Source: an optimization exercise on an open RTL-to-GDS flow (aim: small area, a short achievable clock period and few clock cycles per item). Production flows keep margins and buffers that such runs may drop. Where RTL was checked, it was by simulation tests only, not by an equivalence proof against the original. For runs 5 and 6, only the layout was checked, not whether the RTL still works. Power figures rest on the tool's default switching activity, not on a simulated workload.

===== constraint.sdc =====
create_clock -name core_clock -period 6.0 [get_ports {clk}]
set_input_delay 1.2000 -clock core_clock [delete_from_list [all_inputs] [get_ports {clk}]]
set_output_delay 1.2000 -clock core_clock [all_outputs]
set_load 0.01 [all_outputs]

===== design.v =====
module proc_core_param #(
    parameter int DATA_W = 16,
    parameter int NREG   = 16,
    parameter int PC_W   = 8
) (
    input  logic                    clk,
    input  logic                    rst,
    input  logic                    run,
    output logic [PC_W-1:0]         imem_addr,
    input  logic [DATA_W-1:0]       imem_data,
    input  logic [$clog2(NREG)-1:0] dbg_sel,
    output logic [DATA_W-1:0]       dbg_data,
    output logic                    done,
    output logic                    halted,
    output logic                    zero_flag,
    output logic                    carry_flag,
    output logic                    illegal
);
    localparam int RA_W = $clog2(NREG);
    localparam int IR_W = 4 + 2 * RA_W;
    localparam logic [3:0] OP_NOP  = 4'd0;
    localparam logic [3:0] OP_LDI  = 4'd1;
    localparam logic [3:0] OP_MOV  = 4'd2;
    localparam logic [3:0] OP_ADD  = 4'd3;
    localparam logic [3:0] OP_SUB  = 4'd4;
    localparam logic [3:0] OP_JZ   = 4'd5;
    localparam logic [3:0] OP_HALT = 4'd6;
    generate
        if (NREG < 2 || (1 << RA_W) != NREG) begin : g_bad_nreg
            $error("proc_core_param: NREG must be a power of two >= 2");
        end
        if (DATA_W < IR_W) begin : g_bad_width
            $error("proc_core_param: DATA_W must be >= 4 + 2*log2(NREG)");
        end
        if (PC_W > DATA_W) begin : g_bad_pc
            $error("proc_core_param: PC_W must not exceed DATA_W");
        end
    endgenerate
    typedef enum logic [2:0] {
        S_FETCH, S_WAIT, S_DECODE, S_FETCH2, S_WAIT2, S_EXEC, S_HALT
    } state_t;
    state_t                       state, state_nx;
    logic [PC_W-1:0]              pc, pc_nx;
    logic [IR_W-1:0]              ir;
    logic [DATA_W-1:0]            opnd;
    logic [NREG-1:0][DATA_W-1:0]  regs;
    logic                         stall_q;
    logic [3:0]                   op, dec_op;
    logic [RA_W-1:0]              rx, ry;
    logic [DATA_W-1:0]            a, b;
    logic [DATA_W:0]              sum, diff;
    assign op     = ir[IR_W-1 -: 4];
    assign rx     = ir[IR_W-5 -: RA_W];
    assign ry     = ir[IR_W-5-RA_W -: RA_W];
    assign dec_op = imem_data[DATA_W-1 -: 4];
    assign a    = regs[rx];
    assign b    = regs[ry];
    assign sum  = {1'b0, a} + {1'b0, b};
    assign diff = {1'b0, a} - {1'b0, b};
    assign dbg_data = regs[dbg_sel];
    always_comb begin
        state_nx = state;
        pc_nx    = pc;
        case (state)
            S_FETCH:  state_nx = S_WAIT;
            S_WAIT:   state_nx = stall_q ? S_FETCH : S_DECODE;
            S_DECODE: begin
                pc_nx    = pc + 1'b1;
                state_nx = (dec_op == OP_LDI || dec_op == OP_JZ) ? S_FETCH2 : S_EXEC;
            end
            S_FETCH2: state_nx = S_WAIT2;
            S_WAIT2: begin
                if (stall_q) begin
                    state_nx = S_FETCH2;
                end else begin
                    pc_nx    = pc + 1'b1;
                    state_nx = S_EXEC;
                end
            end
            S_EXEC: begin
                if (op == OP_JZ && a == '0)
                    pc_nx = opnd[PC_W-1:0];
                state_nx = (op == OP_HALT) ? S_HALT : S_FETCH;
            end
            S_HALT:   state_nx = S_HALT;
            default:  state_nx = S_FETCH;
        endcase
        if (!run) begin
            state_nx = state;
            pc_nx    = pc;
        end
    end
    always_ff @(posedge clk or posedge rst) begin
        if (rst) begin
            state      <= S_FETCH;
            pc         <= '0;
            imem_addr  <= '0;
            ir         <= '0;
            opnd       <= '0;
            regs       <= '0;
            stall_q    <= 1'b0;
            done       <= 1'b0;
            halted     <= 1'b0;
            zero_flag  <= 1'b0;
            carry_flag <= 1'b0;
            illegal    <= 1'b0;
        end else begin
            done    <= 1'b0;
            stall_q <= ~run;
            if (run) begin
                state <= state_nx;
                pc    <= pc_nx;
                if (state_nx == S_FETCH || state_nx == S_FETCH2)
                    imem_addr <= pc_nx;
                case (state)
                    S_DECODE: ir <= imem_data[DATA_W-1 -: IR_W];
                    S_WAIT2:  if (!stall_q) opnd <= imem_data;
                    S_EXEC: begin
                        done <= (op != OP_HALT);
                        case (op)
                            OP_NOP, OP_JZ: ;
                            OP_LDI: regs[rx] <= opnd;
                            OP_MOV: regs[rx] <= b;
                            OP_ADD: begin
                                regs[rx]   <= sum[DATA_W-1:0];
                                zero_flag  <= (sum[DATA_W-1:0] == '0);
                                carry_flag <= sum[DATA_W];
                            end
                            OP_SUB: begin
                                regs[rx]   <= diff[DATA_W-1:0];
                                zero_flag  <= (diff[DATA_W-1:0] == '0);
                                carry_flag <= diff[DATA_W];
                            end
                            OP_HALT: halted <= 1'b1;
                            default: illegal <= 1'b1;
                        endcase
                    end
                    default: ;
                endcase
            end
        end
    end
endmodule

===== config.mk =====
export PLATFORM = sky130hd
export DESIGN_NAME = proc_core_param
export DESIGN_NICKNAME = proc_core_param
export VERILOG_FILES = /design/flow/design.v
export SDC_FILE = /design/flow/constraint.sdc
export NUM_CORES = 4
export LEC_CHECK = 0
export CAP_MARGIN = 20
export CORE_MARGIN = 2
export CORE_UTILIZATION = 40
export SLEW_MARGIN = 20

===== run.sh =====
#!/bin/bash
# synth_recipe.tcl (not shown) runs the flow's synth.tcl, then flattens the netlist and writes it again
# the make line also repeats each setting of config.mk as NAME=value (left out here)
make -C /OpenROAD-flow-scripts/flow DESIGN_CONFIG=/design/flow/config.mk WORK_HOME=/design/flow/orfs CLKGATE_MAP_FILE= SYNTH_SCRIPT=/design/flow/synth_recipe.tcl finish

==> reports/qor.csv, run 1 <==
metric;value;unit
CTS tree;done;
type of destination of the critical path;flop;
synthesis-to-layout area growth;13.9;%
largest net degree at the start of global routing;126;
first-pass GRT wire length;104;mm
clock-pin slew on the worst setup and hold paths;0.06;ns
drt pass-1 iters;5;
cell with the most instances after synthesis;dfrtp_1;
prevailing post-synth register cell;dfrtp_1;
clock share of power;25.8;%
library cells used by synthesis;72;
I/O pins;52;
fillcell total;4553;
Min-Delay Path Class;reg -> reg;
maxcap violations;0;
cts hold-fix bufs;0;
fmax;186;MHz
Initial DRC Count;2109;
DRT Wirelength;69.3;mm
WP data arrival;5.82;ns
core box area;49100;µm²
clock period minus worst slack;5.37;ns
height of the die;227;µm
Setup TNS Final;0;ns
Post-synth EDFFs;0;
met3 WL;7.10;mm
Clock Tree Root;clkbuf_16;
Final Hold Vio Count;0;
Final Util;46.3;%
YS warnings;1;
Via density;6.51;
Least-Margin Pin Slew;0.967;ns
clk_skew;0.0253;ns
I/O Buffers;51;
Seq/Total Area, Yosys;38.8;%
setup repair after global routing missed its margin;false;
Post-synth ARST share;100;%
DRT met1 WL;28.4;mm
WL/cell;28.3;µm
# diodes;0;
worst hold stages;1;
VDD IR max;0.184;mV
synthesized area per cell;11.6;µm²
antenna-violating nets left;0;
Lkg Pwr;0.00937;µW
top cell type's share of synthesized area;38.8;%
Worst slew margin;35.5;%
detailed-route via count;15954;
Logic pwr share;43.2;%
WP data required;6.45;ns
post-CTS sizing;0;
htree depth;2;
Reg power frac;31.0;%
Synth area leader;dfrtp_1;
clock latency on the worst-skew pair;0.57;ns
num rows;81;
Period Utilization, post-route;89.5;%
nets;1824;
Power Dens Cells;412;nW/µm²
Final GP Congestion;0.958;
Int Pwr;5470;µW
synthesized area;19900;µm²
die width;227;µm
status;timing/DRC/antenna clean;
WHS;0.484;ns
initial antenna violation count;0;
r2r worst-path depth;14;
Sw Pwr;3880;µW
full die area;51600;µm²
Global Route Usage Sum;27.4;%
CTS buffer count;38;
CTS max path bufs;3;
Post-Synthesis Cells;1717;
Remaining Overflow, GRT;0;
CTS sink cnt;309;
synth top area cells;dfrtp_1 39%, mux4_2 25%, o21ai_0 5.3%, nand2_1 4.6%, mux2_2 3.6%;
CP Class;reg -> reg;
met2 routed WL;30.9;mm
Yosys reg bits;309;
switching share of power;41.5;%
syn_nets;1781;
layout cells sized above 1;25.4;%
Remaining DRCs;0;
fin. max-slew vios;0;
DR top layer;met4;
nature of the critical path startpoint;flop;
# Post-CTS Setup Buffers;0;
Setup Viol. Count Final;0;
dpl hpwl;48.3;mm
CP max FO;40;
synth cell count leaders;309 x dfrtp_1, 244 x nand2_1, 217 x mux4_2;
initial core utilization;40.6;%
number of global-route vias before repair;15852;
==> area by class of cell <==
| cell class | instances | area, µm² | area share [%] |
|---|---|---|---|
| sequential | 309 | 7740 | 34.1 |
| multi-input combinational | 1233 | 11400 | 50.3 |
| timing repair buffer | 141 | 1270 | 5.61 |
| clock inverter | 15 | 211 | 0.932 |
| tap | 664 | 831 | 3.66 |
| clock buffer | 50 | 1070 | 4.70 |
| inverter | 37 | 143 | 0.629 |
==> stage by stage <==
step | cell area [µm²] | setup WS [ns] | cells | power, µW
global placement | 21400 | 0.649 | 2383 | 6860
global route | 22700 | 0.286 | 2449 | 9770
floorplan | 19900 | 0.687 | 1717 | 5460
finish | 22700 | 0.628 | 2449 | 9350
CTS | 22700 | 0.586 | 2448 | 9310
detailed placement | 21400 | 0.656 | 2383 | 6880
==> registers in the layout, summed over array words and instances, names as in the netlist <==
name / flops
halted: 1
zero_flag: 1
illegal: 1
stall_q: 1
pc: 8
ir: 12
opnd: 16
imem_addr: 8
done: 1
regs: 256
state: 3
carry_flag: 1
==> path summary, 6_finish.rpt <==
check / slack, ns / from / to
min in group asynchronous: 1.01 / rst / regs[155]$_DFFE_PP0P_
hold reg to reg: 0.48 / halted$_DFFE_PP0P_ / halted$_DFFE_PP0P_
setup / recovery: 0.63 / ir[4]$_DFFE_PP0P_ / regs[91]$_DFFE_PP0P_
hold / removal: 0.48 / halted$_DFFE_PP0P_ / halted$_DFFE_PP0P_
setup reg to reg: 0.63 / ir[4]$_DFFE_PP0P_ / regs[91]$_DFFE_PP0P_
max in group asynchronous: 3.99 / rst / regs[132]$_DFFE_PP0P_
==> power by group through the flow <==
stage	sequential [µW]	clock (µW)	combinational (µW)
detailed placement	2920	0	3960
CTS	2890	2450	3970
floorplan	2530	0	2930
global placement	2900	0	3960
global route	2950	2530	4290
finish	2900	2410	4040
==> critical path: stages (launching register included) <==
cell and delay (ns):
dfrtp_4 0.93, buf_12 0.30, mux4_2 0.52, mux2_2 0.30, nor2_1 0.09, a21oi_1 0.07
ha_1 0.26, nor2_1 0.11, or4b_1 0.46, o311ai_0 0.63, mux2_2 0.41, a2111oi_0 0.55
a211oi_1 0.18, buf_4 0.22, o21ai_0 0.18
==> logic make-up (layout without fill, tap and decap cells) <==
kind of cell | count (synthesis) | in the layout | share of synthesized area [%]
AOI/OAI and AO/OA | 421 | 421 | 13.4
xor gates and xnor gates | 23 | 23 | 1.01
adders and majority gates | 41 | 41 | 2.65
buffers and inverters | 175 | 243 | 3.93
DFF | 309 | 309 | 38.8
muxes | 324 | 324 | 30.5
and+or+nand+nor | 424 | 424 | 9.66
==> layout by cell type (no fill, tap or decap), types with 6 or more instances in the layout <==
master,count
o21bai_1,8
nor3b_1,10
nand2b_1,10
nand2_1,244
clkbuf_16,39
nor2_1,63
o21ai_0,208
nand3_1,14
o21a_1,6
mux2_2,64
xor2_1,6
and3_1,8
clkinv_2,7
or3_1,6
a21oi_1,43
xnor2_1,17
a221oi_1,9
a211oi_1,6
ha_1,39
clkbuf_1,6
clkdlybuf4s50_1,48
buf_12,8
buf_4,83
mux2i_1,41
nor2b_1,16
o21ai_1,8
a22oi_1,12
a21o_1,7
a22o_1,66
nor3_1,18
inv_1,34
mux4_2,217
dfrtp_1,304
==> layer usage <==
| metal | vias to the layer above | GRT usage [%] |
|---|---|---|
| met5 | - | 0 |
| li1 | 6645 | - |
| met4 | 0 | 10.1 |
| met3 | 183 | 6.32 |
| met1 | 8202 | 38.9 |
| met2 | 924 | 41.3 |
Testbench counts, summed over its fixed seeds: cycles 73,792, instrs 15,299.
==> run 2: changes to the inputs <==
==> design.v (replaced) <==
module proc_core_param #(
    parameter int DATA_W = 16,
    parameter int NREG   = 16,
    parameter int PC_W   = 8
) (
    input  logic                    clk,
    input  logic                    rst,
    input  logic                    run,
    output logic [PC_W-1:0]         imem_addr,
    input  logic [DATA_W-1:0]       imem_data,
    input  logic [$clog2(NREG)-1:0] dbg_sel,
    output logic [DATA_W-1:0]       dbg_data,
    output logic                    done,
    output logic                    halted,
    output logic                    zero_flag,
    output logic                    carry_flag,
    output logic                    illegal
);
    localparam int RA_W = $clog2(NREG);
    localparam logic [3:0] OP_NOP  = 4'd0;
    localparam logic [3:0] OP_LDI  = 4'd1;
    localparam logic [3:0] OP_MOV  = 4'd2;
    localparam logic [3:0] OP_ADD  = 4'd3;
    localparam logic [3:0] OP_SUB  = 4'd4;
    localparam logic [3:0] OP_JZ   = 4'd5;
    localparam logic [3:0] OP_HALT = 4'd6;
    logic [PC_W-1:0]              fa;
    logic                         dv;
    logic                         ir_v;
    logic [3:0]                   ir_op;
    logic [RA_W-1:0]              ir_rx, ir_ry;
    logic [NREG-1:0][DATA_W-1:0]  regs;
    logic [3:0]                   d_op;
    logic                         two_word, ex, first, d_halt, taken, go;
    logic [DATA_W-1:0]            a, b, wdata;
    logic [DATA_W:0]              s;
    logic                         sub;
    assign d_op     = imem_data[DATA_W-1 -: 4];
    assign two_word = (ir_op == OP_LDI) || (ir_op == OP_JZ);
    assign ex       = ir_v && (!two_word || dv);
    assign first    = dv && !(ir_v && two_word);
    assign d_halt   = first && (d_op == OP_HALT);
    assign go       = run && !halted;
    assign a = regs[ir_rx];
    assign b = regs[ir_ry];
    assign taken     = ir_v && dv && (ir_op == OP_JZ) && (a == '0);
    assign imem_addr = taken ? imem_data[PC_W-1:0] : fa;
    assign sub   = (ir_op == OP_SUB);
    assign s     = {1'b0, a} + {1'b0, b ^ {DATA_W{sub}}} + {{DATA_W{1'b0}}, sub};
    assign wdata = (ir_op == OP_LDI) ? imem_data : (ir_op == OP_MOV) ? b : s[DATA_W-1:0];
    assign dbg_data = regs[dbg_sel];
    always_ff @(posedge clk or posedge rst) begin
        if (rst) begin
            fa    <= '0;
            dv    <= 1'b0;
            ir_v  <= 1'b0;
            ir_op <= '0;
            ir_rx <= '0;
            ir_ry <= '0;
        end else if (go) begin
            dv <= 1'b1;
            fa <= imem_addr + 1'b1;
            if (first) begin
                ir_v  <= !d_halt;
                ir_op <= d_op;
                ir_rx <= imem_data[DATA_W-5 -: RA_W];
                ir_ry <= imem_data[DATA_W-5-RA_W -: RA_W];
            end else if (ex) begin
                ir_v <= 1'b0;
            end
        end else begin
            dv <= 1'b0;
            fa <= fa - {{(PC_W-1){1'b0}}, dv};
        end
    end
    always_ff @(posedge clk or posedge rst) begin
        if (rst) begin
            regs       <= '0;
            done       <= 1'b0;
            halted     <= 1'b0;
            zero_flag  <= 1'b0;
            carry_flag <= 1'b0;
            illegal    <= 1'b0;
        end else begin
            done <= go && ex;
            if (go) begin
                if (d_halt) halted <= 1'b1;
                if (ex) begin
                    case (ir_op)
                        OP_NOP, OP_JZ: ;
                        OP_LDI, OP_MOV: regs[ir_rx] <= wdata;
                        OP_ADD, OP_SUB: begin
                            regs[ir_rx] <= wdata;
                            zero_flag   <= (s[DATA_W-1:0] == '0);
                            carry_flag  <= s[DATA_W] ^ sub;
                        end
                        default: illegal <= 1'b1;
                    endcase
                end
            end
        end
    end
endmodule
--- a/config.mk
+++ b/config.mk
@@ -7,5 +7,6 @@
 export LEC_CHECK = 0
 export CAP_MARGIN = 20
 export CORE_MARGIN = 2
-export CORE_UTILIZATION = 40
+export CORE_UTILIZATION = 50
+export SETUP_SLACK_MARGIN = 2.5
 export SLEW_MARGIN = 20
==> run 2 against run 1 <==
  * Combinational power rose by 110%
  * Critical path type is now reg -> out
  * Sequential share of layout area fell by 3.9 points
  * Synthesized cell count fell by 9.0%
  * Global-route usage rose by 9.9 points
  * Largest power group unchanged
  * Maximum frequency rose by 9.1%
  * Routed wire length rose by 4.8%
==> reports/qor.csv, run 2 <==
metric;value;unit;change
Final GP Congestion;0.933;;was 0.958
Global Route Usage Sum;37.4;%;was 27.4%
CP Class;reg -> out;;was reg -> reg
setup repair after global routing missed its margin;true;;was false
top cell type's share of synthesized area;38.6;%;was 38.8%
drt pass-1 iters;6;;was 5
library cells used by synthesis;78;;was 72
Setup TNS Final;0;ns;unchanged
max reg flops;256;;unchanged
status;timing/DRC/antenna clean;;unchanged
CTS sink cnt;283;;was 309
detailed-route via count;15800;;was 15954
post-place instance area;19600;µm²;was 21400 µm²
Seq/Total Area, Yosys;38.6;%;was 38.8%
Via density;7.21;;was 6.51
fmax;203;MHz;was 186 MHz
nature of the critical path startpoint;flop;;unchanged
WP data arrival;3.72;ns;was 5.82 ns
height of the die;196;µm;was 227 µm
Final Hold Vio Count;0;;unchanged
fin. max-slew vios;0;;unchanged
maxcap violations;0;;unchanged
Least-Margin Pin Slew;1.03;ns;was 0.967 ns
Sw Pwr;6340;µW;was 3880 µW
# diodes;0;;unchanged
synth top area cells;dfrtp_1 39%, mux4_2 25%, nand2_1 5.1%, o21ai_0 4.4%, mux2i_1 4.0%;;was dfrtp_1 39%, mux4_2 25%, o21ai_0 5.3%, nand2_1 4.6%, mux2_2 3.6%
Lkg Pwr;0.00978;µW;was 0.00937 µW
Design Area, Final;23500;µm²;was 22700 µm²
Reg-to-Reg End;regs[92]$_DFFE_PP0P_;;was regs[91]$_DFFE_PP0P_
num rows;70;;was 81
Post-synth EDFFs;0;;unchanged
cts hold-fix bufs;0;;unchanged
VDD IR max;0.295;mV;was 0.184 mV
clock latency on the worst-skew pair;0.57;ns;about the same
clock period minus worst slack;4.92;ns;was 5.37 ns
prevailing post-synth register cell;dfrtp_1;;unchanged
Reg power frac;22.4;%;was 31.0%
layout cells sized above 1;41.1;%;was 25.4%
worst-path cell chain;buf_12 -> bufbuf_16 -> mux2i_1 -> a221oi_1 -> nor2_1 -> o211ai_1 -> nor4_4 -> nand4_1 -> buf_6 -> buf_12 -> mux2_2 -> buf_6;;was buf_12 -> mux4_2 -> mux2_2 -> nor2_1 -> a21oi_1 -> ha_1 -> nor2_1 -> or4b_1 -> o311ai_0 -> mux2_2 -> a2111oi_0 -> a211oi_1 -> buf_4 -> o21ai_0
Initial DRC Count;2027;;was 2109
YS warnings;1;;unchanged
Post-Synthesis Cells;1563;;was 1717
Worst path max stage delay;0.51;ns;was 0.93 ns
synthesized area per cell;11.7;µm²;was 11.6 µm²
switching share of power;45.9;%;was 41.5%
commonest non-fill, non-tap cell in the layout;dfrtp_1;;unchanged
full die area;38300;µm²;was 51600 µm²
Worst slew margin;31.1;%;was 35.5%
clk_skew;0.0263;ns;was 0.0253 ns
Setup Viol. Count Final;0;;unchanged
initial core utilization;50.5;%;was 40.6%
syn_nets;1609;;was 1781
CTS buffer count;36;;was 38
fillcell total;2734;;was 4553
r2r worst-path depth;17;;was 14
worst reg2reg setup slack;1.11;ns;was 0.63 ns
Period Utilization, post-route;82.0;%;was 89.5%
Critical Path Sink;imem_addr[4];;was regs[91]$_DFFE_PP0P_
initial antenna violation count;1;;was 0
number of global-route vias before repair;15044;;was 15852
antenna-violating nets left;0;;unchanged
Yosys reg bits;283;;was 309
Remaining DRCs;0;;unchanged
type of destination of the critical path;output pin;;was flop
clock-pin slew on the worst setup and hold paths;0.07;ns;was 0.06 ns
Post-synth ARST share;100;%;unchanged
pre-CTS setup slack;0.668;ns;was 0.656 ns
htree depth;2;;unchanged
Power Dens Cells;588;nW/µm²;was 412 nW/µm²
I/O pins;52;;unchanged
Logic pwr share;61.8;%;was 43.2%
first-pass GRT wire length;103;mm;was 104 mm
die width;196;µm;was 227 µm
I/O Buffers;51;;unchanged
core box area;36300;µm²;was 49100 µm²
registers with the most flip-flops;regs: 256 flops, fa: 8 flops;;was regs: 256 flops, opnd: 16 flops, ir: 12 flops
CP max FO;10;;was 40
Synth area leader;dfrtp_1;;unchanged
CTS max path bufs;3;;unchanged
WP data required;4.80;ns;was 6.45 ns
most frequent cells in the layout;277 x dfrtp_1, 217 x nand2_1, 205 x mux4_2;;was 304 x dfrtp_1, 244 x nand2_1, 217 x mux4_2
slack of the critical path;1.08;ns;was 0.628 ns
synthesis-to-layout area growth;28.0;%;was 13.9%
CTS tree;done;;unchanged
Int Pwr;7460;µW;was 5470 µW
largest net degree at the start of global routing;151;;was 126
nets;1742;;was 1824
Worst R2R Start;ir_ry[0]$_DFFE_PP0P_;;was ir[4]$_DFFE_PP0P_
synth cell count leaders;283 x dfrtp_1, 250 x nand2_1, 205 x mux4_2;;was 309 x dfrtp_1, 244 x nand2_1, 217 x mux4_2
DRT Wirelength;72.6;mm;was 69.3 mm
cell with the most instances after synthesis;dfrtp_1;;unchanged
clock share of power;15.8;%;was 25.8%
synthesized area;18400;µm²;was 19900 µm²
Min-Delay Path Class;reg -> reg;;unchanged
Clock Tree Root;clkbuf_16;;unchanged
Remaining Overflow, GRT;0;;unchanged
dpl hpwl;42.4;mm;was 48.3 mm
Largest Register;regs;;unchanged
Worst Setup SP;ir_rx[0]$_DFFE_PP0P_;;was ir[4]$_DFFE_PP0P_
crit path max-delay cell type;a221oi_1;;was dfrtp_4
WL/cell;33.1;µm;was 28.3 µm
-- run 2: how the worst min path moves through the flow --
stage,to,cells after the start,from
final,illegal$_DFFE_PP0P_,1,illegal$_DFFE_PP0P_
after global placement,illegal$_DFFE_PP0P_,1,illegal$_DFFE_PP0P_
after floorplan,ir_v$_DFFE_PP0P_,2,ir_v$_DFFE_PP0P_
after detailed placement,illegal$_DFFE_PP0P_,1,illegal$_DFFE_PP0P_
after global routing,illegal$_DFFE_PP0P_,1,illegal$_DFFE_PP0P_
after CTS,illegal$_DFFE_PP0P_,1,illegal$_DFFE_PP0P_
-- run 2: through the flow --
step,power (µW),utilization [%],std cells,hold WS (ns)
2_1_floorplan,7670,-,1563,0.471
3_3_place_gp,8980,53.9,2017,0.463
3_5_place_dp,9030,53.9,2017,0.468
4_1_cts,12500,61.6,2152,0.486
5_1_grt,14200,64.6,2191,0.506
6_report,13800,64.6,2191,0.481
-- run 2: power by group through the flow --
stage / logic [µW] / clock network, µW / registers, µW
floorplan: 4880 / 0 / 2780
global placement: 5820 / 0 / 3160
detailed placement: 5850 / 0 / 3180
CTS: 7240 / 2190 / 3050
global route: 8840 / 2260 / 3150
finish: 8530 / 2180 / 3100
-- run 2: critical path: cells and delay by family (launching register included) --
kind	cells	cell delay (ns)
buffers and inverters	5	0.86
DFF	1	0.50
muxes	2	0.50
AOI/OAI and AO/OA	2	0.92
and+or+nand+nor	3	0.37
-- run 2: cells by family (layout without fill, tap and decap cells) --
kind of cell	Yosys count	count (layout)	synth area share (%)
multiplexers	316	316	31.5
AND/OR/NAND/NOR	381	381	8.95
flip-flops	283	283	38.6
XOR/XNOR	42	42	2.12
buffers and inverters	148	301	3.65
adder cells (fa/ha/maj)	23	23	1.61
AO/OA/AOI/OAI	370	377	13.6
-- run 2: metal layers --
layer | wire length, µm | GRT usage [%] | up-vias
met3 | 9390 | 9.33 | 253
met4 | 3750 | 16.8 | 2
met5 | 76 | 1.40 | -
li1 | - | - | 6313
met2 | 32300 | 55.9 | 1166
met1 | 27100 | 51.9 | 8066
-- run 2: what timing repair did --
item                       CTS  global route
setup endpoints to repair  290           283
setup buffers               54            32
resized for setup          283           146
gates cloned                16             7
pin swaps                   18            48
-- run 2: final cells by class --
cell class	instances	area (µm²)	share of cell area [%]
clock buffer	51	1060	4.51
clock inverter	14	109	0.463
inverter	23	90.1	0.384
multi-input combinational	1139	11800	50.4
sequential	283	7100	30.2
tap	468	586	2.49
timing repair buffer	213	2700	11.5
Testbench counts of run 2, summed over its fixed seeds: cycles 21,661, instrs 15,299.
==> run 3: changes to the inputs <==
--- a/config.mk
+++ b/config.mk
@@ -5,6 +5,7 @@
 export SDC_FILE = /design/flow/constraint.sdc
 export NUM_CORES = 4
 export LEC_CHECK = 0
+export ABC_CLOCK_PERIOD_IN_PS = 3000
 export CAP_MARGIN = 20
 export CORE_MARGIN = 2
 export CORE_UTILIZATION = 50
==> run 3 against run 2 <==
  * Clock skew unchanged
  * Total power did not move
  * Non-clock buffer count is the same
  * Die area stayed put
  * Clock-buffer cell count did not move
  * Sequential share of layout area unchanged
  * Synthesized area did not move
  * Routed wire length unchanged
  * Final area unchanged
  * Register-to-register slack barely moved
  * Synthesized cell count did not move
  * Critical path type unchanged
  * Largest power group unchanged
==> reports/qor.csv, run 3 <==
metric;value;unit;change
nets;1742;;unchanged
cts hold-fix bufs;0;;unchanged
Remaining Overflow, GRT;0;;unchanged
prevailing post-synth register cell;dfrtp_1;;unchanged
synthesized area;18400;µm²;unchanged
Reg power frac;22.4;%;about the same
antenna-violating nets left;0;;unchanged
switching share of power;45.9;%;unchanged
synth top area cells;dfrtp_1 39%, mux4_2 25%, nand2_1 5.1%, o21ai_0 4.4%, mux2i_1 4.0%;;unchanged
cell with the most instances after synthesis;dfrtp_1;;unchanged
num rows;70;;unchanged
fmax;203;MHz;unchanged
status;timing/DRC/antenna clean;;unchanged
register area;7100;µm²;unchanged
CTS tree;done;;unchanged
first-pass GRT wire length;103;mm;unchanged
type of destination of the critical path;output pin;;unchanged
slack of the critical path;1.08;ns;unchanged
YS warnings;1;;unchanged
Clock Tree Root;clkbuf_16;;unchanged
commonest non-fill, non-tap cell in the layout;dfrtp_1;;unchanged
full die area;38300;µm²;unchanged
setup repair after global routing missed its margin;true;;unchanged
WP data required;4.80;ns;about the same
Global Route Usage Sum;37.4;%;unchanged
nature of the critical path startpoint;flop;;unchanged
Power Dens Cells;588;nW/µm²;unchanged
number of global-route vias before repair;15044;;unchanged
Sw Pwr;6340;µW;unchanged
detailed-route via count;15800;;unchanged
Min-Delay Path Class;reg -> reg;;unchanged
dpl hpwl;42.4;mm;unchanged
Worst slew margin;31.1;%;unchanged
core box area;36300;µm²;unchanged
VDD IR max;0.295;mV;unchanged
Setup TNS Final;0;ns;unchanged
clock-pin slew on the worst setup and hold paths;0.07;ns;about the same
Setup Viol. Count Final;0;;unchanged
clock latency on the worst-skew pair;0.57;ns;about the same
I/O pins;52;;unchanged
WP data arrival;3.72;ns;about the same
synthesis-to-layout area growth;28.0;%;unchanged
Largest Register;regs;;unchanged
htree depth;2;;unchanged
synth cell count leaders;283 x dfrtp_1, 250 x nand2_1, 205 x mux4_2;;unchanged
WL/cell;33.1;µm;unchanged
drt pass-1 iters;6;;unchanged
Final GP Congestion;0.933;;unchanged
worst-path cell chain;buf_12 -> bufbuf_16 -> mux2i_1 -> a221oi_1 -> nor2_1 -> o211ai_1 -> nor4_4 -> nand4_1 -> buf_6 -> buf_12 -> mux2_2 -> buf_6;;unchanged
library cells used by synthesis;78;;unchanged
syn_nets;1609;;unchanged
CTS sink cnt;283;;unchanged
area of the multi-input gates;11800;µm²;unchanged
Int Pwr;7460;µW;unchanged
DRT Wirelength;72.6;mm;unchanged
pre-CTS setup slack;0.668;ns;unchanged
CP max FO;10;;unchanged
fin. max-slew vios;0;;unchanged
WHS;0.481;ns;unchanged
Post-Synthesis Cells;1563;;unchanged
layout cells sized above 1;41.1;%;unchanged
Post-synth ARST share;100;%;unchanged
synthesized area per cell;11.7;µm²;unchanged
initial core utilization;50.5;%;unchanged
Lkg Pwr;0.00978;µW;unchanged
Period Utilization, post-route;82.0;%;unchanged
Logic pwr share;61.8;%;about the same
CTS max path bufs;3;;unchanged
Final Hold Vio Count;0;;unchanged
crit path max-delay cell type;a221oi_1;;unchanged
I/O Buffers;51;;unchanged
cell family with most CP delay;compound AO/OA/AOI/OAI gates;;unchanged
Post-synth EDFFs;0;;unchanged
Yosys reg bits;283;;unchanged
registers with the most flip-flops;regs: 256 flops, fa: 8 flops;;unchanged
CTS buffer count;36;;unchanged
Worst path max stage delay;0.51;ns;about the same
top cell type's share of synthesized area;38.6;%;unchanged
Initial DRC Count;2027;;unchanged
clock period minus worst slack;4.92;ns;unchanged
CP Class;reg -> out;;unchanged
# diodes;0;;unchanged
total power;13800;µW;unchanged
Design Area, Final;23500;µm²;unchanged
Remaining DRCs;0;;unchanged
height of the die;196;µm;unchanged
Least-Margin Pin Slew;1.03;ns;unchanged
fillcell total;2734;;unchanged
post-place instance area;19600;µm²;unchanged
largest net degree at the start of global routing;151;;unchanged
die width;196;µm;unchanged
number of buffers and inverters on the critical path;5;;unchanged
initial antenna violation count;1;;unchanged
clock share of power;15.8;%;about the same
max reg flops;256;;unchanged
clk_skew;0.0263;ns;unchanged
Seq/Total Area, Yosys;38.6;%;unchanged
most frequent cells in the layout;277 x dfrtp_1, 217 x nand2_1, 205 x mux4_2;;unchanged
Synth area leader;dfrtp_1;;unchanged
Via density;7.21;;unchanged
maxcap violations;0;;unchanged
-- run 3: through the flow --
stage | std cells | util, %
finish | 2191 | 64.6
global route | 2191 | 64.6
CTS | 2152 | 61.6
detailed placement | 2017 | 53.9
global placement | 2017 | 53.9
floorplan | 1563 | -
-- run 3: cells by family after synthesis --
logic type | count (synthesis) | share of synthesized area, %
AND/OR/NAND/NOR | 381 | 8.95
XOR/XNOR | 42 | 2.12
multiplexers | 316 | 31.5
buffers and inverters | 148 | 3.65
adder cells (fa/ha/maj) | 23 | 1.61
flip-flops | 283 | 38.6
AO/OA/AOI/OAI | 370 | 13.6
-- run 3: area by class of cell --
class | count | area share [%]
multi-input combinational | 1139 | 50.4
sequential | 283 | 30.2
timing repair buffer | 213 | 11.5
clock buffer | 51 | 4.51
tap | 468 | 2.49
clock inverter | 14 | 0.463
inverter | 23 | 0.384
-- run 3: layer usage --
metal | wire length, µm | track usage [%]
met1 | 27100 | 51.9
met2 | 32300 | 55.9
met3 | 9390 | 9.33
met4 | 3750 | 16.8
met5 | 76 | 1.40
-- run 3: repair_timing --
| item | in CTS | in global routing |
|---|---|---|
| buffers inserted | 54 | 32 |
| setup endpoints to repair | 290 | 283 |
| resized for setup | 283 | 146 |
| cloned | 16 | 7 |
| pin swaps | 18 | 48 |
-- run 3: final timing paths --
kind | from | to | slack, ns | cells after the start
max | ir_rx[0]$_DFFE_PP0P_ | imem_addr[4] | 1.08 | 12
min | illegal$_DFFE_PP0P_ | illegal$_DFFE_PP0P_ | 0.48 | 1
max reg2reg | ir_ry[0]$_DFFE_PP0P_ | regs[92]$_DFFE_PP0P_ | 1.11 | 17
min reg2reg | illegal$_DFFE_PP0P_ | illegal$_DFFE_PP0P_ | 0.48 | 1
max in group asynchronous | rst | regs[124]$_DFFE_PP0P_ | 3.60 | 4
min in group asynchronous | rst | regs[246]$_DFFE_PP0P_ | 0.93 | 2
-- run 3: power groups by stage --
stage	Combinational, µW	Sequential (µW)	Clock, µW
finish	8530	3100	2180
global route	8840	3150	2260
CTS	7240	3050	2190
detailed placement	5850	3180	0
global placement	5820	3160	0
floorplan	4880	2780	0
==> run 4: changes to the inputs <==
==> config.mk (replaced) <==
export PLATFORM = sky130hd
export DESIGN_NAME = proc_core_param
export DESIGN_NICKNAME = proc_core_param
export VERILOG_FILES = /design/flow/design.v
export SDC_FILE = /design/flow/constraint.sdc
export NUM_CORES = 4
export LEC_CHECK = 0
export CAP_MARGIN = 20
export CORE_MARGIN = 2
export CORE_UTILIZATION = 40
export SLEW_MARGIN = 20
==> run 4 against run 3 <==
  * Highest routed layer unchanged
  * Critical endpoint is now imem_addr[6]
  * Clock-buffer cell count shrank 1
  * Sequential power grew 4%
  * Synthesized cell count is the same
  * Via count shrank 6.9%
  * Utilization shrank 19 points
  * Worst hold slack gained 0.0050 ns
  * Global-route usage shrank 9.0 points
  * Clock skew grew 0.0049 ns
  * First-iteration DRC count shrank 8.8%
  * Final area shrank 12%
==> reports/qor.csv, run 4 <==
metric;value;unit;change
Remaining DRCs;0;;unchanged
WP data arrival;4.68;ns;was 3.72 ns
Yosys reg bits;283;;unchanged
drt pass-1 iters;6;;unchanged
Worst slew margin;22.1;%;was 31.1%
syn_nets;1609;;unchanged
number of global-route vias before repair;14532;;was 15044
CTS tree;done;;unchanged
DRT Wirelength;66.5;mm;was 72.6 mm
WP data required;4.80;ns;about the same
hold wc startpoint;halted$_DFFE_PP0P_;;was illegal$_DFFE_PP0P_
Synth area leader;dfrtp_1;;unchanged
dpl hpwl;43.1;mm;was 42.4 mm
registers with the most flip-flops;regs: 256 flops, fa: 8 flops;;unchanged
VDD IR max;0.308;mV;was 0.295 mV
core box area;45400;µm²;was 36300 µm²
commonest non-fill, non-tap cell in the layout;dfrtp_1;;unchanged
Remaining Overflow, GRT;0;;unchanged
Min-Delay Path Class;reg -> reg;;unchanged
status;timing/DRC/antenna clean;;unchanged
Least-Margin Pin Slew;1.16;ns;was 1.03 ns
most frequent cells in the layout;278 x dfrtp_1, 250 x nand2_1, 205 x mux4_2;;was 277 x dfrtp_1, 217 x nand2_1, 205 x mux4_2
clock period minus worst slack;5.88;ns;was 4.92 ns
Via density;6.66;;was 7.21
post-synthesis mux area share;31.5;%;unchanged
CP max FO;13;;was 10
type of destination of the critical path;output pin;;unchanged
initial core utilization;40.4;%;was 50.5%
clock latency on the worst-skew pair;0.57;ns;about the same
CP Class;reg -> out;;unchanged
top cell type's share of synthesized area;38.6;%;unchanged
Compound-Gate Fraction of Synth Area;13.6;%;unchanged
initial antenna violation count;3;;was 1
Synth Area in XOR/XNOR;2.12;%;unchanged
antenna-violating nets left;0;;unchanged
layout cells sized above 1;25.2;%;was 41.1%
Post-Synthesis Cells;1563;;unchanged
Lkg Pwr;0.00847;µW;was 0.00978 µW
nature of the critical path startpoint;flop;;unchanged
full die area;47600;µm²;was 38300 µm²
CTS buffer count;35;;was 36
largest net degree at the start of global routing;167;;was 151
CTS sink cnt;283;;unchanged
Final Hold Vio Count;0;;unchanged
Post-Synth Adder-Cell Area;1.61;%;unchanged
Post-synth ARST share;100;%;unchanged
synth cell count leaders;283 x dfrtp_1, 250 x nand2_1, 205 x mux4_2;;unchanged
clock-pin slew on the worst setup and hold paths;0.06;ns;was 0.07 ns
CP dominant cell by count;buf_4;;
WL/cell;30.1;µm;was 33.1 µm
Synth Area in Simple Gates;8.95;%;unchanged
Period Utilization, post-route;98.0;%;was 82.0%
Power Dens Cells;537;nW/µm²;was 588 nW/µm²
synth top area cells;dfrtp_1 39%, mux4_2 25%, nand2_1 5.1%, o21ai_0 4.4%, mux2i_1 4.0%;;unchanged
pre-CTS setup slack;0.564;ns;was 0.668 ns
CTS max path bufs;3;;unchanged
htree depth;2;;unchanged
I/O pins;52;;unchanged
synthesized area;18400;µm²;unchanged
nets;1632;;was 1742
Final GP Congestion;0.987;;was 0.933
Worst Setup SP;ir_rx[1]$_DFFE_PP0P_;;was ir_rx[0]$_DFFE_PP0P_
I/O Buffers;51;;unchanged
main combinational cell family by area after synthesis;multiplexers;;unchanged
Global Route Usage Sum;28.4;%;was 37.4%
crit path max-delay cell type;nor2b_1;;was a221oi_1
Setup Viol. Count Final;0;;unchanged
die width;218;µm;was 196 µm
total power;11200;µW;was 13800 µW
YS warnings;1;;unchanged
Setup TNS Final;0;ns;unchanged
number of buffers and inverters on the critical path;4;;was 5
clk_skew;0.0312;ns;was 0.0263 ns
worst-path cell chain;nor2b_1 -> buf_4 -> a221oi_1 -> a22oi_1 -> o21ai_0 -> nor4_1 -> nand4_1 -> buf_4 -> mux2i_1 -> inv_1 -> clkdlybuf4s50_1;;was buf_12 -> bufbuf_16 -> mux2i_1 -> a221oi_1 -> nor2_1 -> o211ai_1 -> nor4_4 -> nand4_1 -> buf_6 -> buf_12 -> mux2_2 -> buf_6
Worst path max stage delay;0.70;ns;was 0.51 ns
synthesis-to-layout area growth;13.1;%;was 28.0%
fmax;170;MHz;was 203 MHz
max reg flops;256;;unchanged
fin. max-slew vios;0;;unchanged
cell family with most CP delay;simple AND/OR/NAND/NOR gates;;was compound AO/OA/AOI/OAI gates
post-CTS sizing;0;;was 283
Seq/Total Area, Yosys;38.6;%;unchanged
WHS;0.486;ns;was 0.481 ns
library cells used by synthesis;78;;unchanged
height of the die;218;µm;was 196 µm
first-pass GRT wire length;98.3;mm;was 103 mm
Initial DRC Count;1849;;was 2027
synthesized area per cell;11.7;µm²;unchanged
num rows;78;;was 70
Post-synth EDFFs;0;;unchanged
Worst R2R Start;ir_rx[0]$_DFFE_PP0P_;;was ir_ry[0]$_DFFE_PP0P_
Largest Register;regs;;unchanged
slack of the critical path;0.122;ns;was 1.08 ns
setup repair after global routing missed its margin;false;;was true
prevailing post-synth register cell;dfrtp_1;;unchanged
cell with the most instances after synthesis;dfrtp_1;;unchanged
maxcap violations;0;;unchanged
detailed-route via count;14715;;was 15800
Clock Tree Root;clkbuf_16;;unchanged
-- run 4: metrics by stage --
| step | utilization, % | instances | instance area, µm² |
|---|---|---|---|
| after detailed placement | 43.1 | 2147 | 19600 |
| final | 45.8 | 2211 | 20800 |
| after global routing | 45.8 | 2210 | 20800 |
| after CTS | 45.7 | 2209 | 20800 |
| after global placement | 43.1 | 2147 | 19600 |
| after floorplan | - | 1563 | 18400 |
-- run 4: worst paths after layout --
path	end	depth (start not counted)	slack, ns
setup / recovery	imem_addr[6]	11	0.12
hold / removal	halted$_DFFE_PP0P_	1	0.49
setup reg to reg	regs[138]$_DFFE_PP0P_	15	0.59
hold reg to reg	halted$_DFFE_PP0P_	1	0.49
max in group asynchronous	regs[85]$_DFFE_PP0P_	3	3.94
min in group asynchronous	regs[221]$_DFFE_PP0P_	3	1.19
-- run 4: cell families after synthesis --
family          after synthesis
mux                         316
flops                       283
simple gates                381
buf+inv                     148
xor+xnor                     42
compound gates              370
fa+ha+maj                    23
-- run 4: power by group --
group	total [µW]	internal, µW	switching (µW)
clock	2190	1300	890
sequential	3210	2420	793
combinational	5750	2360	3400
total	11200	6080	5080
-- run 4: what timing repair did --
item                                    CTS  global route
endpoints found under the setup margin    3             0
hold buffers                              0             0
buffers inserted                          1             0
-- run 4: worst reg2reg max path: stages (launching register included) --
cell and delay [ns]:
dfrtp_4 0.83, buf_12 0.31, mux2i_1 0.11, a221oi_1 0.39, nor2_1 0.09, o21ai_0 0.42, inv_1 0.12, fa_1 0.41
nand2b_1 0.22, a211o_1 0.29, and3_4 0.18, o311a_1 0.30, o31a_1 0.35, o311ai_1 0.48, a21o_1 0.56, mux2_2 0.27
-- run 4: cell type report --
type                    count  area [µm²]
multi-input cells        1132       10600
inverters                  23        90.1
flip-flops and latches    283        7090
diodes                      1        2.50
fillers                  4166       24600
repair buffers            111        1040
clock inverters            11         126
well taps                 600         751
clock buffers              50        1040
-- run 4: layer usage --
layer	vias up	share of wire, %	GRT usage [%]
li1	6046	-	-
met5	-	0.056	0
met1	7560	39	38.2
met2	867	45	42.7
met4	6	5.4	13.8
met3	236	10	7.50
==> run 5: changes to the inputs <==
--- a/design.v
+++ b/design.v
@@ -30,6 +30,9 @@
     logic [3:0]                   ir_op;
     logic [RA_W-1:0]              ir_rx, ir_ry;
     logic [NREG-1:0][DATA_W-1:0]  regs;
+    logic                         ir_tk;
+    logic [NREG-1:0]              rzero;
+    logic                         we, wzero, d_zero;
     logic [3:0]                   d_op;
     logic                         two_word, ex, first, d_halt, taken, go;
     logic [DATA_W-1:0]            a, b, wdata;
@@ -43,12 +46,18 @@
     assign go       = run && !halted;
     assign a = regs[ir_rx];
     assign b = regs[ir_ry];
-    assign taken     = ir_v && dv && (ir_op == OP_JZ) && (a == '0);
+    assign taken     = ir_v && dv && ir_tk;
     assign imem_addr = taken ? imem_data[PC_W-1:0] : fa;
     assign sub   = (ir_op == OP_SUB);
     assign s     = {1'b0, a} + {1'b0, b ^ {DATA_W{sub}}} + {{DATA_W{1'b0}}, sub};
     assign wdata = (ir_op == OP_LDI) ? imem_data : (ir_op == OP_MOV) ? b : s[DATA_W-1:0];
     assign dbg_data = regs[dbg_sel];
+    always_comb
+        for (int i = 0; i < NREG; i++) rzero[i] = (regs[i] == '0);
+    assign we     = ex && (ir_op == OP_LDI || ir_op == OP_MOV || ir_op == OP_ADD || ir_op == OP_SUB);
+    assign wzero  = (wdata == '0);
+    assign d_zero = (we && ir_rx == imem_data[DATA_W-5 -: RA_W]) ? wzero
+                                                                 : rzero[imem_data[DATA_W-5 -: RA_W]];
     always_ff @(posedge clk or posedge rst) begin
         if (rst) begin
             fa    <= '0;
@@ -57,6 +66,7 @@
             ir_op <= '0;
             ir_rx <= '0;
             ir_ry <= '0;
+            ir_tk <= 1'b0;
         end else if (go) begin
             dv <= 1'b1;
             fa <= imem_addr + 1'b1;
@@ -65,6 +75,7 @@
                 ir_op <= d_op;
                 ir_rx <= imem_data[DATA_W-5 -: RA_W];
                 ir_ry <= imem_data[DATA_W-5-RA_W -: RA_W];
+                ir_tk <= (d_op == OP_JZ) && d_zero;
             end else if (ex) begin
                 ir_v <= 1'b0;
             end
--- a/config.mk
+++ b/config.mk
@@ -7,5 +7,6 @@
 export LEC_CHECK = 0
 export CAP_MARGIN = 20
 export CORE_MARGIN = 2
-export CORE_UTILIZATION = 40
+export CORE_UTILIZATION = 50
+export SETUP_SLACK_MARGIN = 2.5
 export SLEW_MARGIN = 20
==> run 5 against run 4 <==
  * Combinational power down 8.0%
  * Register-to-register slack improved by 0.95 ns
  * Clock-buffer cell count shrank 3
  * Worst hold slack got worse by 0.011 ns
  * Total power shrank 11%
  * Maximum frequency rose by 32%
  * Sequential power is 19% lower
  * Global-route usage increased by 13 points
  * First-iteration DRC count grew 30%
  * Die area shrank 18%
  * Routed wire length grew 21%
==> reports/qor.csv, run 5 <==
metric;value;unit;change
drt pass-1 iters;6;;unchanged
I/O Buffers;51;;unchanged
Yosys reg bits;284;;was 283
Post-Synth Adder-Cell Area;1.64;%;was 1.61%
cell family with most CP delay;compound AO/OA/AOI/OAI gates;;was simple AND/OR/NAND/NOR gates
htree depth;2;;unchanged
clock latency on the worst-skew pair;0.57;ns;about the same
Final GP Congestion;1.03;;was 0.987
Final Hold Vio Count;0;;unchanged
core box area;36800;µm²;was 45400 µm²
CTS buffer count;35;;unchanged
CP Class;reg -> reg;;was reg -> out
initial core utilization;51.0;%;was 40.4%
Initial DRC Count;2405;;was 1849
CTS sink cnt;284;;was 283
setup repair after global routing missed its margin;true;;was false
clock-pin slew on the worst setup and hold paths;0.06;ns;about the same
Lkg Pwr;0.00978;µW;was 0.00847 µW
I/O pins;52;;unchanged
number of global-route vias before repair;16489;;was 14532
YS warnings;1;;unchanged
Via density;7.64;;was 6.66
clock period minus worst slack;4.46;ns;was 5.88 ns
post-synthesis mux area share;32.0;%;was 31.5%
synth cell count leaders;284 x dfrtp_1, 235 x mux4_2, 211 x nand2_1;;was 283 x dfrtp_1, 250 x nand2_1, 205 x mux4_2
cts hold-fix bufs;0;;unchanged
crit path max-delay cell type;mux4_2;;was nor2b_1
initial antenna violation count;3;;unchanged
Post-synth EDFFs;0;;unchanged
clock share of power;20.7;%;was 19.6%
Worst slew margin;31.8;%;was 22.1%
Min-Delay Path Class;reg -> reg;;unchanged
Setup Viol. Count Final;0;;unchanged
CTS max path bufs;3;;unchanged
most frequent cells in the layout;276 x dfrtp_1, 235 x mux4_2, 191 x nand2_1;;was 278 x dfrtp_1, 250 x nand2_1, 205 x mux4_2
Clock Tree Root;clkbuf_16;;unchanged
clk_skew;0.0258;ns;was 0.0312 ns
WL/cell;36.2;µm;was 30.1 µm
Power Dens Cells;419;nW/µm²;was 537 nW/µm²
Post-synth ARST share;100;%;unchanged
Least-Margin Pin Slew;1.01;ns;was 1.16 ns
VDD IR max;0.239;mV;was 0.308 mV
WHS;0.475;ns;was 0.486 ns
Setup TNS Final;0;ns;unchanged
fmax;224;MHz;was 170 MHz
Synth Area in Simple Gates;11.3;%;was 8.95%
fin. max-slew vios;0;;unchanged
Seq/Total Area, Yosys;37.9;%;was 38.6%
worst-path cell chain;buf_12 -> buf_8 -> buf_8 -> buf_12 -> mux4_2 -> mux4_2 -> xnor2_1 -> ha_2 -> a21oi_1 -> a21oi_2 -> a211oi_2 -> xor2_1 -> o211a_1 -> buf_12 -> clkbuf_16 -> o21ai_2;;was nor2b_1 -> buf_4 -> a221oi_1 -> a22oi_1 -> o21ai_0 -> nor4_1 -> nand4_1 -> buf_4 -> mux2i_1 -> inv_1 -> clkdlybuf4s50_1
type of destination of the critical path;flop;;was output pin
nets;1790;;was 1632
nature of the critical path startpoint;flop;;unchanged
Logic pwr share;53.1;%;was 51.6%
die width;198;µm;was 218 µm
top cell type's share of synthesized area;37.9;%;was 38.6%
CP max FO;6;;was 13
Int Pwr;5760;µW;was 6080 µW
Largest Register;regs;;unchanged
cell with the most instances after synthesis;dfrtp_1;;unchanged
detailed-route via count;17067;;was 14715
Compound-Gate Fraction of Synth Area;12.1;%;was 13.6%
main combinational cell family by area after synthesis;multiplexers;;unchanged
antenna-violating nets left;0;;unchanged
full die area;39100;µm²;was 47600 µm²
Synth area leader;dfrtp_1;;unchanged
registers with the most flip-flops;regs: 256 flops, fa: 8 flops;;unchanged
library cells used by synthesis;70;;was 78
layout cells sized above 1;40.2;%;was 25.2%
synthesized area per cell;11.9;µm²;was 11.7 µm²
Post-Synthesis Cells;1583;;was 1563
height of the die;198;µm;was 218 µm
Remaining DRCs;0;;unchanged
Synth Area in XOR/XNOR;2.01;%;was 2.12%
switching share of power;42.2;%;was 45.5%
commonest non-fill, non-tap cell in the layout;dfrtp_1;;unchanged
WP data arrival;4.88;ns;was 4.68 ns
CP dominant cell by count;buf_12;;was buf_4
CTS tree;done;;unchanged
largest net degree at the start of global routing;165;;was 167
DRT Wirelength;80.8;mm;was 66.5 mm
WP data required;6.42;ns;was 4.80 ns
dpl hpwl;53.0;mm;was 43.1 mm
Global Route Usage Sum;41.8;%;was 28.4%
Final Util;64.6;%;was 45.8%
Remaining Overflow, GRT;0;;unchanged
status;timing/DRC/antenna clean;;unchanged
max reg flops;256;;unchanged
synthesis-to-layout area growth;26.6;%;was 13.1%
prevailing post-synth register cell;dfrtp_1;;unchanged
number of buffers and inverters on the critical path;6;;was 4
num rows;70;;was 78
Worst path max stage delay;0.55;ns;was 0.70 ns
Sw Pwr;4200;µW;was 5080 µW
first-pass GRT wire length;116;mm;was 98.3 mm
syn_nets;1630;;was 1609
Reg power frac;26.1;%;was 28.8%
Period Utilization, post-route;74.3;%;was 98.0%
synth top area cells;dfrtp_1 38%, mux4_2 28%, nand2_1 4.2%, o21ai_0 4.0%, a22o_1 3.9%;;was dfrtp_1 39%, mux4_2 25%, nand2_1 5.1%, o21ai_0 4.4%, mux2i_1 4.0%
maxcap violations;0;;unchanged
synthesized area;18800;µm²;was 18400 µm²
[run 5: cell count changes after synthesis, sizes merged, moves of 15 or more]
cell / before / now
mux2i: 74 / 20
o31ai: 19 / 4
nor4: 6 / 59
nand4: 3 / 18
a221oi: 16 / 0
mux4: 205 / 235
a22o: 63 / 84
nand2: 250 / 211
[run 5: power by group through the flow]
stage	clock network (µW)	logic (µW)	registers, µW
floorplan	0	2930	2340
global placement	0	3450	2810
detailed placement	0	3490	2820
CTS	2070	4700	2560
global route	2150	5460	2610
finish	2070	5290	2600
[run 5: through the flow]
step / cell area, µm² / total power [µW] / setup slack (ns) / std cells
after floorplan: 19500 / 5270 / 1.04 / 1583
after global placement: 20100 / 6260 / 1.15 / 2032
after detailed placement: 20100 / 6310 / 1.02 / 2032
after CTS: 22900 / 9330 / 1.75 / 2188
after global routing: 23700 / 10200 / 1.48 / 2233
final: 23800 / 9960 / 1.54 / 2235
[run 5: worst paths after layout]
kind | start | endpoint | slack (ns) | depth (start not counted)
min in group asynchronous | rst | regs[161]$_DFFE_PP0P_ | 1.26 | 3
max reg2reg | ir_ry[0]$_DFFE_PP0P_ | regs[172]$_DFFE_PP0P_ | 1.54 | 16
max in group asynchronous | rst | regs[44]$_DFFE_PP0P_ | 3.94 | 3
max | ir_ry[0]$_DFFE_PP0P_ | regs[172]$_DFFE_PP0P_ | 1.54 | 16
min reg2reg | illegal$_DFFE_PP0P_ | illegal$_DFFE_PP0P_ | 0.47 | 1
min | illegal$_DFFE_PP0P_ | illegal$_DFFE_PP0P_ | 0.47 | 1
[run 5: final cells by class]
| cell class | instances | area (µm²) |
|---|---|---|
| diodes | 2 | 5.00 |
| multi-input cells | 1160 | 12000 |
| clock buffers | 47 | 1010 |
| well taps | 468 | 586 |
| flip-flops and latches | 284 | 7130 |
| repair buffers | 241 | 2890 |
| inverters | 21 | 82.6 |
| clock inverters | 12 | 75.1 |
| fillers | 2786 | 13000 |
[run 5: metal layers]
metal	part of all wire, %	vias to the layer above	track usage (%)	wire [µm]
met5	0.016	-	0	13
met4	8.5	2	27.2	6840
met3	15	390	14.6	12000
met2	42	1535	58.5	33700
met1	35	8535	55.5	28200
li1	-	6605	-	-
[run 5: what timing repair did]
action	in CTS	in global routing
buffers inserted	88	41
endpoints found under the setup margin	283	264
cloned	9	4
pin swaps	24	22
resized for setup	255	103
[run 5: cells by family after synthesis]
kind of cell / Yosys count
flip-flops: 284
XOR/XNOR: 43
buffers and inverters: 140
adder cells (fa/ha/maj): 24
multiplexers: 300
AND/OR/NAND/NOR: 440
AO/OA/AOI/OAI: 352
==> run 6: changes to the inputs <==
--- a/design.v
+++ b/design.v
@@ -49,7 +49,21 @@
     assign taken     = ir_v && dv && ir_tk;
     assign imem_addr = taken ? imem_data[PC_W-1:0] : fa;
     assign sub   = (ir_op == OP_SUB);
-    assign s     = {1'b0, a} + {1'b0, b ^ {DATA_W{sub}}} + {{DATA_W{1'b0}}, sub};
+    logic [DATA_W-1:0] bx, ag, ap, cg, cp;
+    always_comb begin
+        bx = b ^ {DATA_W{sub}};
+        ag = a & bx;
+        ap = a ^ bx;
+        cg = ag;
+        cp = ap;
+        cg[0] = ag[0] | (ap[0] & sub);
+        for (int d = 1; d < DATA_W; d = d * 2)
+            for (int i = DATA_W - 1; i >= d; i--) begin
+                cg[i] = cg[i] | (cp[i] & cg[i-d]);
+                cp[i] = cp[i] & cp[i-d];
+            end
+    end
+    assign s = {cg[DATA_W-1], ap ^ {cg[DATA_W-2:0], sub}};
     assign wdata = (ir_op == OP_LDI) ? imem_data : (ir_op == OP_MOV) ? b : s[DATA_W-1:0];
     assign dbg_data = regs[dbg_sel];
     always_comb
==> run 6 against run 5 <==
  * Maximum frequency is 8.2% lower
  * Highest routed layer unchanged
  * Non-clock buffer count increased by 10
  * Sequential power is 26% higher
  * Worst setup slack lost 0.40 ns
  * Critical endpoint is now ir_tk$_DFFE_PP0P_
==> reports/qor.csv, run 6 <==
metric;value;unit;change
fmax;206;MHz;was 224 MHz
synthesized area;18900;µm²;was 18800 µm²
r2r worst-path depth;14;;was 16
htree depth;2;;unchanged
GRT Max-Usage Layer;met2;;unchanged
clock latency on the worst-skew pair;0.57;ns;about the same
Period Utilization, post-route;81.0;%;was 74.3%
Reg-to-Reg End;ir_tk$_DFFE_PP0P_;;was regs[172]$_DFFE_PP0P_
clock-pin slew on the worst setup and hold paths;0.07;ns;was 0.06 ns
Global Route Usage Sum;42.9;%;was 41.8%
CTS tree;done;;unchanged
crit path max-delay cell type;mux4_2;;unchanged
initial antenna violation count;1;;was 3
Yosys reg bits;284;;unchanged
worst hold stages;1;;unchanged
pre-CTS setup slack;0.646;ns;was 1.02 ns
synthesis-to-layout area growth;28.8;%;was 26.6%
Clock Tree Root;clkbuf_16;;unchanged
CP Class;reg -> reg;;unchanged
antenna-violating nets left;0;;unchanged
Final Hold Vio Count;0;;unchanged
synthesized area per cell;12.0;µm²;was 11.9 µm²
slack of the critical path;1.14;ns;was 1.54 ns
detailed-route via count;17446;;was 17067
Post-synth ARST share;100;%;unchanged
Via density;7.67;;was 7.64
Least-Margin Pin Slew;1.25;ns;was 1.01 ns
Worst slew margin;15.6;%;was 31.8%
Min-Delay Path Class;reg -> reg;;unchanged
Initial DRC Count;2609;;was 2405
CTS sink cnt;284;;unchanged
post-synthesis mux area share;32.7;%;was 32.0%
Final GP Congestion;1.03;;about the same
Largest Register;regs;;unchanged
WL/cell;36.7;µm;was 36.2 µm
nature of the critical path startpoint;flop;;unchanged
status;timing/DRC/antenna clean;;unchanged
max reg flops;256;;unchanged
Synth Area in XOR/XNOR;1.62;%;was 2.01%
VDD IR max;0.368;mV;was 0.239 mV
dpl hpwl;54.6;mm;was 53.0 mm
worst reg2reg setup slack;1.14;ns;was 1.54 ns
Post-Synth Adder-Cell Area;1.62;%;was 1.64%
initial core utilization;50.5;%;was 51.0%
syn_nets;1620;;was 1630
registers with the most flip-flops;regs: 256 flops, fa: 8 flops;;unchanged
Final Util;65.1;%;was 64.6%
CTS buffer count;35;;unchanged
type of destination of the critical path;flop;;unchanged
worst-path cell chain;buf_12 -> buf_16 -> mux4_2 -> mux4_2 -> xnor2_2 -> ha_4 -> o21a_1 -> o21a_1 -> nor3_2 -> or4b_4 -> or4_4 -> or4_1 -> or4_4 -> o31ai_2;;was buf_12 -> buf_8 -> buf_8 -> buf_12 -> mux4_2 -> mux4_2 -> xnor2_1 -> ha_2 -> a21oi_1 -> a21oi_2 -> a211oi_2 -> xor2_1 -> o211a_1 -> buf_12 -> clkbuf_16 -> o21ai_2
met3 usage;17.1;%;was 14.6%
Finished Layout Cells;2275;;was 2235
DRT Wirelength;83.5;mm;was 80.8 mm
Compound-Gate Fraction of Synth Area;12.3;%;was 12.1%
first-pass GRT wire length;119;mm;was 116 mm
drt pass-1 iters;6;;unchanged
number of buffers and inverters on the critical path;2;;was 6
height of the die;199;µm;was 198 µm
cell family with most CP delay;simple AND/OR/NAND/NOR gates;;was compound AO/OA/AOI/OAI gates
Remaining DRCs;0;;unchanged
synth cell count leaders;284 x dfrtp_1, 228 x mux4_2, 176 x nand2_1;;was 284 x dfrtp_1, 235 x mux4_2, 211 x nand2_1
Design Area, Final;24400;µm²;was 23800 µm²
WP data arrival;5.33;ns;was 4.88 ns
maxcap violations;0;;unchanged
Worst path max stage delay;0.60;ns;was 0.55 ns
routing usage on met2;61.5;%;was 58.5%
Synth area leader;dfrtp_1;;unchanged
Setup Viol. Count Final;0;;unchanged
clk_skew;0.0211;ns;was 0.0258 ns
I/O pins;52;;unchanged
die width;199;µm;was 198 µm
Post-synth EDFFs;0;;unchanged
Remaining Overflow, GRT;0;;unchanged
setup repair after global routing missed its margin;true;;unchanged
nets;1786;;was 1790
Post-Synthesis Cells;1573;;was 1583
Lkg Pwr;0.0101;µW;was 0.00978 µW
Synth Area in Simple Gates;11.1;%;was 11.3%
WP data required;6.47;ns;was 6.42 ns
library cells used by synthesis;70;;unchanged
commonest non-fill, non-tap cell in the layout;dfrtp_1;;unchanged
most frequent cells in the layout;278 x dfrtp_1, 229 x mux4_2, 143 x nand2_1;;was 276 x dfrtp_1, 235 x mux4_2, 191 x nand2_1
hold path endpoint;halted$_DFFE_PP0P_;;was illegal$_DFFE_PP0P_
Cells after DPL;2066;;was 2032
post-place instance area;20400;µm²;was 20100 µm²
clock period minus worst slack;4.86;ns;was 4.46 ns
Seq/Total Area, Yosys;37.5;%;was 37.9%
layout cells sized above 1;44.2;%;was 40.2%
Setup TNS Final;0;ns;unchanged
Worst R2R Start;ir_ry[0]$_DFFE_PP0P_;;unchanged
num rows;71;;was 70
top cell type's share of synthesized area;37.5;%;was 37.9%
full die area;39500;µm²;was 39100 µm²
largest net degree at the start of global routing;106;;was 165
fin. max-slew vios;0;;unchanged
CTS max path bufs;3;;unchanged
number of global-route vias before repair;16698;;was 16489
main combinational cell family by area after synthesis;multiplexers;;unchanged
I/O Buffers;51;;unchanged
prevailing post-synth register cell;dfrtp_1;;unchanged
core box area;37500;µm²;was 36800 µm²
CP max FO;5;;was 6
cell with the most instances after synthesis;dfrtp_1;;unchanged
Power Dens Cells;574;nW/µm²;was 419 nW/µm²
hold wc startpoint;halted$_DFFE_PP0P_;;was illegal$_DFFE_PP0P_
met1 usage;55.8;%;was 55.5%
YS warnings;1;;unchanged
synth top area cells;dfrtp_1 38%, mux4_2 27%, mux2_2 4.6%, nand2_1 3.5%, o21ai_0 3.3%;;was dfrtp_1 38%, mux4_2 28%, nand2_1 4.2%, o21ai_0 4.0%, a22o_1 3.9%
==> run 6: cell count changes in the layout (fill, tap and decap cells not counted), sizes merged, moves of 7 or more <==
cell | previous run | this run
buf | 201 | 214
mux2 | 45 | 77
a32o | 0 | 24
mux2i | 20 | 13
inv | 19 | 28
a22oi | 3 | 11
nand2 | 211 | 176
or3 | 3 | 13
nand4 | 18 | 25
a21o | 4 | 13
o21ai | 170 | 128
a22o | 84 | 66
xor2 | 18 | 5
==> run 6: how the worst max path moves through the flow <==
stage,from,end,cells past startpoint
3_3_place_gp,ir_rx[0]$_DFFE_PP0P_,ir_tk$_DFFE_PP0P_,15
6_report,ir_ry[0]$_DFFE_PP0P_,ir_tk$_DFFE_PP0P_,14
3_5_place_dp,ir_rx[0]$_DFFE_PP0P_,ir_tk$_DFFE_PP0P_,15
5_1_grt,ir_ry[0]$_DFFE_PP0P_,ir_tk$_DFFE_PP0P_,17
2_1_floorplan,rst,carry_flag$_DFFE_PP0P_,1
4_1_cts,ir_ry[0]$_DFFE_PP0P_,ir_tk$_DFFE_PP0P_,14
==> run 6: layer usage <==
metal  vias to the layer above  routed length (µm)
met4                         4                6160
met1                      8814               29200
met2                      1595               35500
li1                       6621                   -
met5                         -                  78
met3                       412               12500
==> run 6: through the flow <==
stage	total power, µW	hold slack [ns]
3_5_place_dp	9290	0.473
5_1_grt	14400	0.504
4_1_cts	12900	0.487
3_3_place_gp	9210	0.458
6_report	14000	0.488
2_1_floorplan	7290	0.471
==> run 6: timing repair <==
item / CTS / global route
pin swaps: 27 / 31
gates resized for setup: 256 / 133
buffers inserted: 82 / 54
hold buffers: 0 / 0
setup endpoints to repair: 283 / 255
gates cloned: 8 / 2
==> run 6: layout make-up <==
| class | count | area, µm² |
|---|---|---|
| timing repair buffer | 251 | 2930 |
| tap | 511 | 639 |
| fill | 2862 | 13100 |
| sequential | 284 | 7130 |
| antenna | 1 | 2.50 |
| clock inverter | 14 | 226 |
| clock buffer | 47 | 1000 |
| multi-input combinational | 1139 | 12400 |
| inverter | 28 | 109 |
==> run 6: power breakdown <==
group / switching, µW / internal, µW / leakage (µW)
clock network: 897 / 1430 / 0.000605
logic: 4550 / 3830 / 0.00569
registers: 895 / 2390 / 0.00385
total: 6340 / 7650 / 0.0101
==> run 6: worst reg2reg max path: stages, from the launching register on <==
cell	delay, ns
dfrtp_4	0.51
buf_12	0.15
buf_16	0.13
mux4_2	0.42
mux4_2	0.60
xnor2_2	0.20
ha_4	0.29
o21a_1	0.16
o21a_1	0.16
nor3_2	0.06
or4b_4	0.53
or4_4	0.53
or4_1	0.41
or4_4	0.43
o31ai_2	0.17
==> run 6: cell families after synthesis <==
group	after synthesis
buffers and inverters	150
adder cells (fa/ha/maj)	24
XOR/XNOR	35
AND/OR/NAND/NOR	420
multiplexers	320
AO/OA/AOI/OAI	340
flip-flops	284

## static timing again, ports no longer ideal
Ports are ideal in the flow. The routed layouts listed here were re-timed in OpenROAD.
Step 1 sets driving cells, clkbuf_16 on the clock port and buf_2 on the other inputs (assumed; they add their load-dependent delay and slew).
Step 2 also shifts input and output timing later by t, the mid clock arrival at the registers, as if the neighbouring blocks saw the same clock.
Slacks: ideal ports / drivers / drivers and shift; pairs: ideal ports / drivers.
run | t (ns) | slack for setup (ns) | cell pins on the clock port's net
run 1 | 0.607 | 0.628 / 0.628 / 0.628 | 1
run 2 | 0.612 | 1.077 / 1.021 / 1.113 | 1
run 3 | 0.612 | 1.077 / 1.021 / 1.113 | 1
run 4 | 0.611 | 0.122 / 0.064 / 0.588 | 1
run 5 | 0.609 | 1.539 / 1.539 / 1.520 | 1
run 6 | 0.615 | 1.139 / 1.139 / 1.120 | 1
After both steps setup and hold are still met in every run listed.
